What follows belongs to an exercise in optimizing a design on an open flow for small area, a short achievable clock period and few clock cycles; a production flow would make more cautious choices. The RTL was checked by simulation tests, not by an equivalence proof against the original design. Power is estimated from default activity; no workload was simulated.

===== design.v =====
package lcg_pkg;
	localparam int CNT_W = 7;
	localparam int REG_W = 5;
	localparam int VAL_W = 32;
	localparam int POS_W = 4;
	typedef logic [CNT_W-1:0] cnt_t;
	typedef logic [REG_W-1:0] reg_t;
	localparam logic CMD_LOAD = 1'b0;
	localparam logic CMD_NEXT = 1'b1;
	localparam logic REG_LIST_LEN = 1'b0;
	localparam logic REG_CHOOSE   = 1'b1;
	typedef enum logic [2:0] {
		OP_HOLD,
		OP_INIT,
		OP_START,
		OP_SEEK,
		OP_FILL,
		OP_ROT
	} cell_op_t;
	typedef struct packed {
		cell_op_t op;
		cnt_t     k;
		cnt_t     limit;
	} cell_ctl_t;
	typedef struct packed {
		logic hit;
		logic miss;
		logic busy;
	} cell_stat_t;
endpackage
module lcg_cell
#(
	parameter int IDX    = 0,
	parameter int SLOT_W = 4
) (
	input  logic              clk,
	input  logic              arst_n,
	input  lcg_pkg::cell_ctl_t ctl,
	input  logic [SLOT_W-1:0] head_slot,
	input  logic [SLOT_W-1:0] right_slot,
	input  logic [SLOT_W-1:0] left_slot,
	input  logic              seek_in,
	input  logic              fill_in,
	output logic [SLOT_W-1:0] slot,
	output logic [SLOT_W-1:0] slot_next,
	output logic              seek_out,
	output logic              fill_out,
	output lcg_pkg::cell_stat_t stat
);
	localparam logic [lcg_pkg::CNT_W-1:0] POS = lcg_pkg::CNT_W'(IDX);
	localparam logic FIRST = (IDX == 0);
	logic [SLOT_W-1:0] slot_q, slot_d;
	logic              seek_q, seek_d;
	logic              fill_q, fill_d;
	logic              act, is_last, at_max;
	assign act     = POS < ctl.k;
	assign is_last = (POS + lcg_pkg::CNT_W'(1)) == ctl.k;
	assign at_max  = lcg_pkg::CNT_W'(slot_q) == (ctl.limit + POS);
	always_comb begin
		slot_d    = slot_q;
		seek_d    = seek_q;
		fill_d    = fill_q;
		seek_out  = 1'b0;
		fill_out  = 1'b0;
		stat.hit  = 1'b0;
		stat.miss = 1'b0;
		stat.busy = fill_q;
		unique case (ctl.op)
			lcg_pkg::OP_HOLD: begin
			end
			lcg_pkg::OP_INIT: begin
				slot_d = SLOT_W'(IDX);
				seek_d = 1'b0;
				fill_d = 1'b0;
			end
			lcg_pkg::OP_START: begin
				seek_d = is_last;
				fill_d = 1'b0;
			end
			lcg_pkg::OP_SEEK: begin
				seek_d = seek_in;
				fill_d = fill_in;
				if (seek_q) begin
					if (!at_max) begin
						slot_d   = slot_q + SLOT_W'(1);
						stat.hit = 1'b1;
						fill_out = !is_last;
					end else if (FIRST) begin
						stat.miss = 1'b1;
					end else begin
						seek_out = 1'b1;
					end
				end
			end
			lcg_pkg::OP_FILL: begin
				fill_d = fill_in;
				if (fill_q) begin
					slot_d   = left_slot + SLOT_W'(1);
					fill_out = !is_last;
				end
			end
			lcg_pkg::OP_ROT: begin
				if (act) begin
					slot_d = is_last ? head_slot : right_slot;
				end
			end
			default: begin
			end
		endcase
	end
	always_ff @(posedge clk or negedge arst_n) begin
		if (!arst_n) begin
			slot_q <= '0;
			seek_q <= 1'b0;
			fill_q <= 1'b0;
		end else begin
			slot_q <= slot_d;
			seek_q <= seek_d;
			fill_q <= fill_d;
		end
	end
	assign slot      = slot_q;
	assign slot_next = slot_d;
endmodule
module lcg_ram #(
	parameter int WIDTH = 32,
	parameter int DEPTH = 16
) (
	input  logic                                       clk,
	input  logic                                       we,
	input  logic [((DEPTH > 1) ? $clog2(DEPTH) : 1)-1:0] waddr,
	input  logic [WIDTH-1:0]                           wdata,
	input  logic [((DEPTH > 1) ? $clog2(DEPTH) : 1)-1:0] raddr,
	output logic [WIDTH-1:0]                           rdata
);
	logic [WIDTH-1:0] mem_q [DEPTH];
	logic [WIDTH-1:0] rdata_q;
	always_ff @(posedge clk) begin
		if (we) begin
			mem_q[waddr] <= wdata;
		end
		rdata_q <= mem_q[raddr];
	end
	assign rdata = rdata_q;
endmodule
module lex_combination_generator_top
#(
	parameter int MAX_LIST   = 16,
	parameter int MAX_CHOOSE = 16
) (
	input  logic               clk,
	input  logic               arst_n,
	input  logic               psel,
	input  logic               penable,
	input  logic               pwrite,
	input  logic [2:0]         paddr,
	input  logic [31:0]        pwdata,
	output logic [31:0]        prdata,
	output logic               pready,
	input  logic               in_valid,
	output logic               in_stall,
	input  logic               command,
	input  logic [3:0]         load_index,
	input  logic signed [31:0] load_value,
	output logic               out_valid,
	input  logic               out_stall,
	output logic signed [31:0] elem_value,
	output logic [3:0]         elem_position,
	output logic               found,
	output logic               empty_comb,
	output logic               last
);
	localparam int SLOT_W = (MAX_LIST > 1) ? $clog2(MAX_LIST) : 1;
	typedef enum logic [2:0] {
		S_IDLE,
		S_SEEK,
		S_FILL,
		S_EMIT,
		S_ONE
	} state_t;
	state_t            state_q;
	lcg_pkg::reg_t              n_q;
	lcg_pkg::reg_t              k_q;
	logic              started_q, exhausted_q;
	logic              one_found_q, one_empty_q;
	lcg_pkg::cnt_t              cnt_q;
	logic              out_valid_q;
	logic [lcg_pkg::VAL_W-1:0]  elem_value_q;
	logic [lcg_pkg::POS_W-1:0]  elem_position_q;
	logic              found_q, empty_comb_q, last_q;
	lcg_pkg::cnt_t              n_eff;
	lcg_pkg::cnt_t              k_eff;
	logic              k_gt_n;
	logic              cfg_wr, in_take, out_load, ram_we;
	logic [lcg_pkg::VAL_W-1:0]  rd_data;
	lcg_pkg::cell_ctl_t         ctl;
	logic [SLOT_W-1:0] slot_w      [MAX_CHOOSE];
	logic [SLOT_W-1:0] slot_next_w [MAX_CHOOSE];
	logic              seek_w      [MAX_CHOOSE];
	logic              fill_w      [MAX_CHOOSE];
	logic [MAX_CHOOSE-1:0] hit_v, miss_v, busy_v;
	logic              hit_any, miss_any, fill_any;
	assign n_eff  = (lcg_pkg::CNT_W'(n_q) > lcg_pkg::CNT_W'(MAX_LIST)) ? lcg_pkg::CNT_W'(MAX_LIST) : lcg_pkg::CNT_W'(n_q);
	assign k_eff  = (lcg_pkg::CNT_W'(k_q) > lcg_pkg::CNT_W'(MAX_CHOOSE)) ? lcg_pkg::CNT_W'(MAX_CHOOSE) : lcg_pkg::CNT_W'(k_q);
	assign k_gt_n = k_eff > n_eff;
	assign pready   = 1'b1;
	assign cfg_wr   = psel & penable & pwrite;
	assign in_stall = state_q != S_IDLE;
	assign in_take  = in_valid && (state_q == S_IDLE);
	assign out_load = !out_valid_q || !out_stall;
	assign ram_we   = in_take && (command == lcg_pkg::CMD_LOAD) && (32'(load_index) < MAX_LIST);
	always_comb begin
		unique case (paddr[2])
			lcg_pkg::REG_LIST_LEN: prdata = 32'(n_q);
			lcg_pkg::REG_CHOOSE:   prdata = 32'(k_q);
			default:      prdata = '0;
		endcase
	end
	always_comb begin
		ctl.k     = k_eff;
		ctl.limit = n_eff - k_eff;
		ctl.op    = lcg_pkg::OP_HOLD;
		unique case (state_q)
			S_IDLE: begin
				if (in_take && (command == lcg_pkg::CMD_NEXT) && !exhausted_q) begin
					if (!started_q) begin
						if (!k_gt_n) begin
							ctl.op = lcg_pkg::OP_INIT;
						end
					end else if ((k_eff != '0) && !k_gt_n) begin
						ctl.op = lcg_pkg::OP_START;
					end
				end
			end
			S_SEEK: ctl.op = lcg_pkg::OP_SEEK;
			S_FILL: ctl.op = fill_any ? lcg_pkg::OP_FILL : lcg_pkg::OP_HOLD;
			S_EMIT: ctl.op = out_load ? lcg_pkg::OP_ROT : lcg_pkg::OP_HOLD;
			S_ONE:  ctl.op = lcg_pkg::OP_HOLD;
			default: ctl.op = lcg_pkg::OP_HOLD;
		endcase
	end
	for (genvar gi = 0; gi < MAX_CHOOSE; gi++) begin : g_cell
		logic [SLOT_W-1:0] right_slot, left_slot;
		logic              seek_in, fill_in;
		lcg_pkg::cell_stat_t stat;
		if (gi == MAX_CHOOSE - 1) begin : g_tail
			assign right_slot = '0;
			assign seek_in    = 1'b0;
		end else begin : g_body
			assign right_slot = slot_w[gi+1];
			assign seek_in    = seek_w[gi+1];
		end
		if (gi == 0) begin : g_head
			assign left_slot = '0;
			assign fill_in   = 1'b0;
		end else begin : g_rest
			assign left_slot = slot_w[gi-1];
			assign fill_in   = fill_w[gi-1];
		end
		lcg_cell #(
			.IDX    (gi),
			.SLOT_W (SLOT_W)
		) u_cell (
			.clk        (clk),
			.arst_n     (arst_n),
			.ctl        (ctl),
			.head_slot  (slot_w[0]),
			.right_slot (right_slot),
			.left_slot  (left_slot),
			.seek_in    (seek_in),
			.fill_in    (fill_in),
			.slot       (slot_w[gi]),
			.slot_next  (slot_next_w[gi]),
			.seek_out   (seek_w[gi]),
			.fill_out   (fill_w[gi]),
			.stat       (stat)
		);
		assign hit_v[gi]  = stat.hit;
		assign miss_v[gi] = stat.miss;
		assign busy_v[gi] = stat.busy;
	end
	assign hit_any  = |hit_v;
	assign miss_any = |miss_v;
	assign fill_any = |busy_v;
	lcg_ram #(
		.WIDTH (lcg_pkg::VAL_W),
		.DEPTH (MAX_LIST)
	) u_list (
		.clk   (clk),
		.we    (ram_we),
		.waddr (SLOT_W'(load_index)),
		.wdata (load_value),
		.raddr (slot_next_w[0]),
		.rdata (rd_data)
	);
	always_ff @(posedge clk or negedge arst_n) begin
		if (!arst_n) begin
			state_q         <= S_IDLE;
			n_q             <= '0;
			k_q             <= '0;
			started_q       <= 1'b0;
			exhausted_q     <= 1'b0;
			one_found_q     <= 1'b0;
			one_empty_q     <= 1'b0;
			cnt_q           <= '0;
			out_valid_q     <= 1'b0;
			elem_value_q    <= '0;
			elem_position_q <= '0;
			found_q         <= 1'b0;
			empty_comb_q    <= 1'b0;
			last_q          <= 1'b0;
		end else begin
			if (cfg_wr) begin
				unique case (paddr[2])
					lcg_pkg::REG_LIST_LEN: n_q <= pwdata[lcg_pkg::REG_W-1:0];
					lcg_pkg::REG_CHOOSE:   k_q <= pwdata[lcg_pkg::REG_W-1:0];
					default: begin
					end
				endcase
				started_q   <= 1'b0;
				exhausted_q <= 1'b0;
			end
			if (out_valid_q && !out_stall) begin
				out_valid_q <= 1'b0;
			end
			unique case (state_q)
				S_IDLE: begin
					if (in_take) begin
						if (command == lcg_pkg::CMD_LOAD) begin
							started_q   <= 1'b0;
							exhausted_q <= 1'b0;
						end else if (exhausted_q) begin
							one_found_q <= 1'b0;
							one_empty_q <= 1'b0;
							state_q     <= S_ONE;
						end else if (!started_q) begin
							started_q <= 1'b1;
							if (k_gt_n) begin
								exhausted_q <= 1'b1;
								one_found_q <= 1'b0;
								one_empty_q <= 1'b0;
								state_q     <= S_ONE;
							end else if (k_eff == '0) begin
								one_found_q <= 1'b1;
								one_empty_q <= 1'b1;
								state_q     <= S_ONE;
							end else begin
								cnt_q   <= k_eff;
								state_q <= S_EMIT;
							end
						end else if ((k_eff == '0) || k_gt_n) begin
							exhausted_q <= 1'b1;
							one_found_q <= 1'b0;
							one_empty_q <= 1'b0;
							state_q     <= S_ONE;
						end else begin
							state_q <= S_SEEK;
						end
					end
				end
				S_SEEK: begin
					if (miss_any) begin
						exhausted_q <= 1'b1;
						one_found_q <= 1'b0;
						one_empty_q <= 1'b0;
						state_q     <= S_ONE;
					end else if (hit_any) begin
						state_q <= S_FILL;
					end
				end
				S_FILL: begin
					if (!fill_any) begin
						cnt_q   <= k_eff;
						state_q <= S_EMIT;
					end
				end
				S_EMIT: begin
					if (out_load) begin
						out_valid_q     <= 1'b1;
						elem_value_q    <= rd_data;
						elem_position_q <= lcg_pkg::POS_W'(slot_w[0]);
						found_q         <= 1'b1;
						empty_comb_q    <= 1'b0;
						last_q          <= cnt_q == lcg_pkg::CNT_W'(1);
						cnt_q           <= cnt_q - lcg_pkg::CNT_W'(1);
						if (cnt_q == lcg_pkg::CNT_W'(1)) begin
							state_q <= S_IDLE;
						end
					end
				end
				S_ONE: begin
					if (out_load) begin
						out_valid_q     <= 1'b1;
						elem_value_q    <= '0;
						elem_position_q <= '0;
						found_q         <= one_found_q;
						empty_comb_q    <= one_empty_q;
						last_q          <= 1'b1;
						state_q         <= S_IDLE;
					end
				end
				default: state_q <= S_IDLE;
			endcase
		end
	end
	assign out_valid     = out_valid_q;
	assign elem_value    = elem_value_q;
	assign elem_position = elem_position_q;
	assign found         = found_q;
	assign empty_comb    = empty_comb_q;
	assign last          = last_q;
endmodule

===== run.sh =====
#!/bin/bash
# synth_recipe.tcl (not shown) runs the flow's synth.tcl, then flattens the netlist and writes it again
# the make line also repeats each setting of config.mk as NAME=value (left out here)
make -C /OpenROAD-flow-scripts/flow DESIGN_CONFIG=/design/flow/config.mk WORK_HOME=/design/flow/orfs CLKGATE_MAP_FILE= SYNTH_SCRIPT=/design/flow/synth_recipe.tcl finish

===== config.mk =====
export PLATFORM = sky130hd
export DESIGN_NAME = lex_combination_generator_top
export DESIGN_NICKNAME = lex_combination_generator_top
export VERILOG_FILES = /design/flow/design.v
export SDC_FILE = /design/flow/constraint.sdc
export NUM_CORES = 4
export LEC_CHECK = 0
export CAP_MARGIN = 20
export CORE_MARGIN = 2
export CORE_UTILIZATION = 40
export SLEW_MARGIN = 20

===== constraint.sdc =====
create_clock -name core_clock -period 6.0 [get_ports {clk}]
set_input_delay 1.2000 -clock core_clock [delete_from_list [all_inputs] [get_ports {clk}]]
set_output_delay 1.2000 -clock core_clock [all_outputs]
set_load 0.01 [all_outputs]

==> results by group <==
CTS
  – Post-CTS Resized: 0
  – Clock Tree Root: clkbuf_16
  – H-tree Lvls: 3
  – Setup Buffers After CTS: 0
  – CTS Hold Bufs: 0
  – Clock sink count: 702
  – CTS clk-pin slew, worst paths: 60 ps
  – Max Root-Sink Buffers: 3
  – Total CTS buffers: 76
  – CTS tree: done
  – Clk Latency, worst-skew pair: 620 ps

Synth
  – Register area share after synthesis: 62.0%
  – Syn avg cell area: 13.1 um2
  – Synth warn: 22
  – Post-synthesis register bit count: 702
  – EDFF count, synth: 512
  – Synthesized area: 0.0322 mm2
  – Dominant synthesized flop cell: edfxtp_1
  – Netlist cell types: 93
  – Ys async rst share: 22.5%
  – Mapped Cells: 2453

Setup path
  – Most frequent cell on the critical path: buf_4
  – Worst Path Required: 6470 ps
  – Critical Path End Type: register
  – Cells along the critical path: clkinv_1, nand2_1, inv_1, ha_1, fa_1, xnor2_2, xnor2_1, o2111ai_1, buf_4, o31ai_1, o221ai_1, o211ai_2, or3_2, buf_4, o22ai_1, or4_1
  – Critical path peak fanout: 24
  – Crit start category: register
  – Stages on worst setup path: 16
  – Crit path max-delay family: compound AO/OA/AOI/OAI gates
  – Critical-path top delay cell: or4_1
  – CP arrival: 6110 ps
  – Worst path max stage delay: 590 ps
  – Setup CP Type: reg2reg
  – Buffers & Inverters on Critical Path: 4
  – R2R depth: 16

STA
  – Worst clock skew: 31.3 ps
  – Slew Viols, Final: 0
  – Maximum clock rate: 0.177 GHz
  – Hold slack final: 448 ps
  – Rel. slew slack: 22.6%
  – Tcrit/Tclk final: 94.1%
  – Worst-margin pin slew: 1150 ps
  – TNS Setup: 0 ps
  – Setup-failing EPs final: 0
  – Final Hold Fails: 0
  – RSZ-0062 raised after global routing: no
  – Final min period: 5640 ps

Floorplan
  – Die width: 288 um
  – Num ports: 153
  – Die area: 0.0828 mm2
  – Core box area: 0.0802 mm2
  – Die height: 288 um
  – # rows: 104
  – Starting Density: 40.2%

Place
  – Final HPWL DP: 58600 um
  – Port Buffers: 95
  – Post-DP Area: 0.0347 mm2
  – Gpl congestion: 0.932
  – Placed Cells incl. Taps: 3551

Power
  – Pwr dens: 457 mW/mm2
  – Power, Total: 17.0 mW
  – VDD IR-drop max: 0.000233 V
  – Static leakage: 14.7 nW

Routing
  – Pre-antenna DRT Iters: 6
  – Total wire length: 92100 um
  – Wire per inst: 24.9 um
  – Vias/cell: 5.80
  – First DRT Iteration DRCs: 1967
  – DRC Markers: 0
  – Remaining antenna violation count: 0
  – Vias: 21.4k

GRT
  – GRT overflow: 0
  – Vias in the first global route: 21.0k
  – Tot GR Track Use: 22.0%
  – Largest net degree at the start of global routing: 67
  – Global-route wire length before repair: 136000 um
  – Initial antenna violation count: 4

Cells and area
  – FILL cells: 7121
  – Layout cells sized above 1: 12.2%
  – Most common cell after layout, fill and taps aside: edfxtp_1
  – Most frequent cells in the layout: edfxtp_1, mux2i_1, o22ai_1, dfrtp_1, nor2_1
  – Fin nets: 2681
  – Area of the multi-input gates: 0.0113 mm2
  – Final instance area: 0.0373 mm2
  – Storage cell area: 0.0200 mm2
  – Diode count: 0
  – Non-Filler Instances: 3693
  – Area Growth Syn to Fin: 15.7%

Run
  – Max-cap violations: 0

Min path
  – WHS Path Cells: 1
  – Worst hold-check path type: reg2reg

Status
  – Status: timing/DRC/antenna clean
[kinds of logic (layout without fill, tap and decap cells)]
logic type                 after synthesis  in the layout  share of synthesized area [%]
xor gates and xnor gates               104            104                           3.05
AOI/OAI and AO/OA                      573            573                           12.3
buffers and inverters                  230            384                           3.65
other                                    2             28                         0.0233
DFF                                    702            702                           62.0
adders and majority gates               33             33                           1.31
muxes                                  319            319                           10.1
and+or+nand+nor                        490            490                           7.56
[per-stage QoR]
stage | util [%] | worst slack, ps
2_1_floorplan | - | 886
3_3_place_gp | 43.3 | 486
3_5_place_dp | 43.3 | 435
4_1_cts | 46.5 | 372
5_1_grt | 46.5 | 15.0
6_report | 46.5 | 356
[worst paths after layout]
check,end,slack [ps],from
setup / recovery,u_list.rdata_q[29],360,k_q[4]
hold / removal,elem_value_q[8],450,u_list.rdata_q[8]
setup reg to reg,u_list.rdata_q[29],360,k_q[4]
hold reg to reg,elem_value_q[8],450,u_list.rdata_q[8]
max in group asynchronous,elem_value_q[27],4080,arst_n
min in group asynchronous,g_cell[4].u_cell.fill_q,620,arst_n
[sequential cells by signal, indices dropped and copies added, names as in the netlist, 3 cells and up]
name	flops
u_list.mem_q	512
g_cell.u_cell.slot_q	64
elem_value_q	32
u_list.rdata_q	32
g_cell.u_cell.seek_q	16
g_cell.u_cell.fill_q	15
cnt_q	7
k_q	5
n_q	5
elem_position_q	4
state_q	3
[metal layers]
layer / global-route usage (%) / vias up / wire length (um)
met5: 0 / - / 50
met4: 5.88 / 8 / 1870
met3: 3.65 / 127 / 5080
met2: 38.5 / 678 / 47000
met1: 28.1 / 10900 / 38100
li1: - / 9703 / -
[area by class of cell]
cell class	instances	share of cell area, %
clock buffers	112	5.74
multi-input cells	1547	30.4
clock inverters	30	0.984
well taps	1060	3.56
inverters	37	0.373
flip-flops and latches	702	53.6
repair buffers	205	5.34
[power by group]
part | internal, mW | switching [mW]
Sequential | 5.67 | 0.539
Clock | 2.72 | 1.92
Combinational | 2.38 | 3.78
Total | 10.8 | 6.24
[synthesized netlist by cell type (16+ instances only)]
| cell type | n | share of area (%) |
|---|---|---|
| edfxtp_1 | 512 | 48 |
| mux2i_1 | 278 | 8.6 |
| o22ai_1 | 170 | 3.3 |
| dfrtp_1 | 158 | 12 |
| nor2_1 | 136 | 1.6 |
| nand2_1 | 92 | 1.1 |
| a21oi_1 | 91 | 1.4 |
| clkbuf_1 | 81 | 0.94 |
| nand3_1 | 81 | 1.3 |
| o21ai_0 | 69 | 1.1 |
| xnor2_1 | 63 | 1.7 |
| a22o_1 | 53 | 1.4 |
| buf_2 | 45 | 0.70 |
| nor3_1 | 43 | 0.67 |
| mux2_2 | 41 | 1.4 |
| a31oi_1 | 38 | 0.74 |
| buf_4 | 38 | 0.89 |
| or4_1 | 36 | 0.84 |
| xor2_1 | 35 | 0.95 |
| inv_1 | 34 | 0.40 |
| dfxtp_1 | 32 | 2.0 |
| ha_1 | 32 | 1.2 |
| o211ai_1 | 18 | 0.42 |
| or3_1 | 16 | 0.31 |
Testbench counts, summed over its fixed seeds: cycles 28,578.

## static timing again, ports no longer ideal
No port has a modelled driver above. Below, the same layout with a new extraction and two added sets of constraints.
Step 1 assumes that a clkbuf_16 drives the clock port and a buf_2 every other input.
Step 2 adds t to the input delays and takes it off the output delays; t is the mean of the earliest and latest rising clock arrival at the registers after step 1. Input paths then give back, and output paths get back, about the clock's delay inside the block.
Three values: ideal ports, drivers, drivers and shift; two values: the first two.
shift t [ns]: 0.675
slack for setup (ns): 0.356 / 0.356 / 0.356
worst slew at a driven data input, ns: 0.09
After both steps setup and hold are still met in this run. For this run, drivers alone change the setup slack by 0.000 ns; drivers and shift together by 0.000 ns.
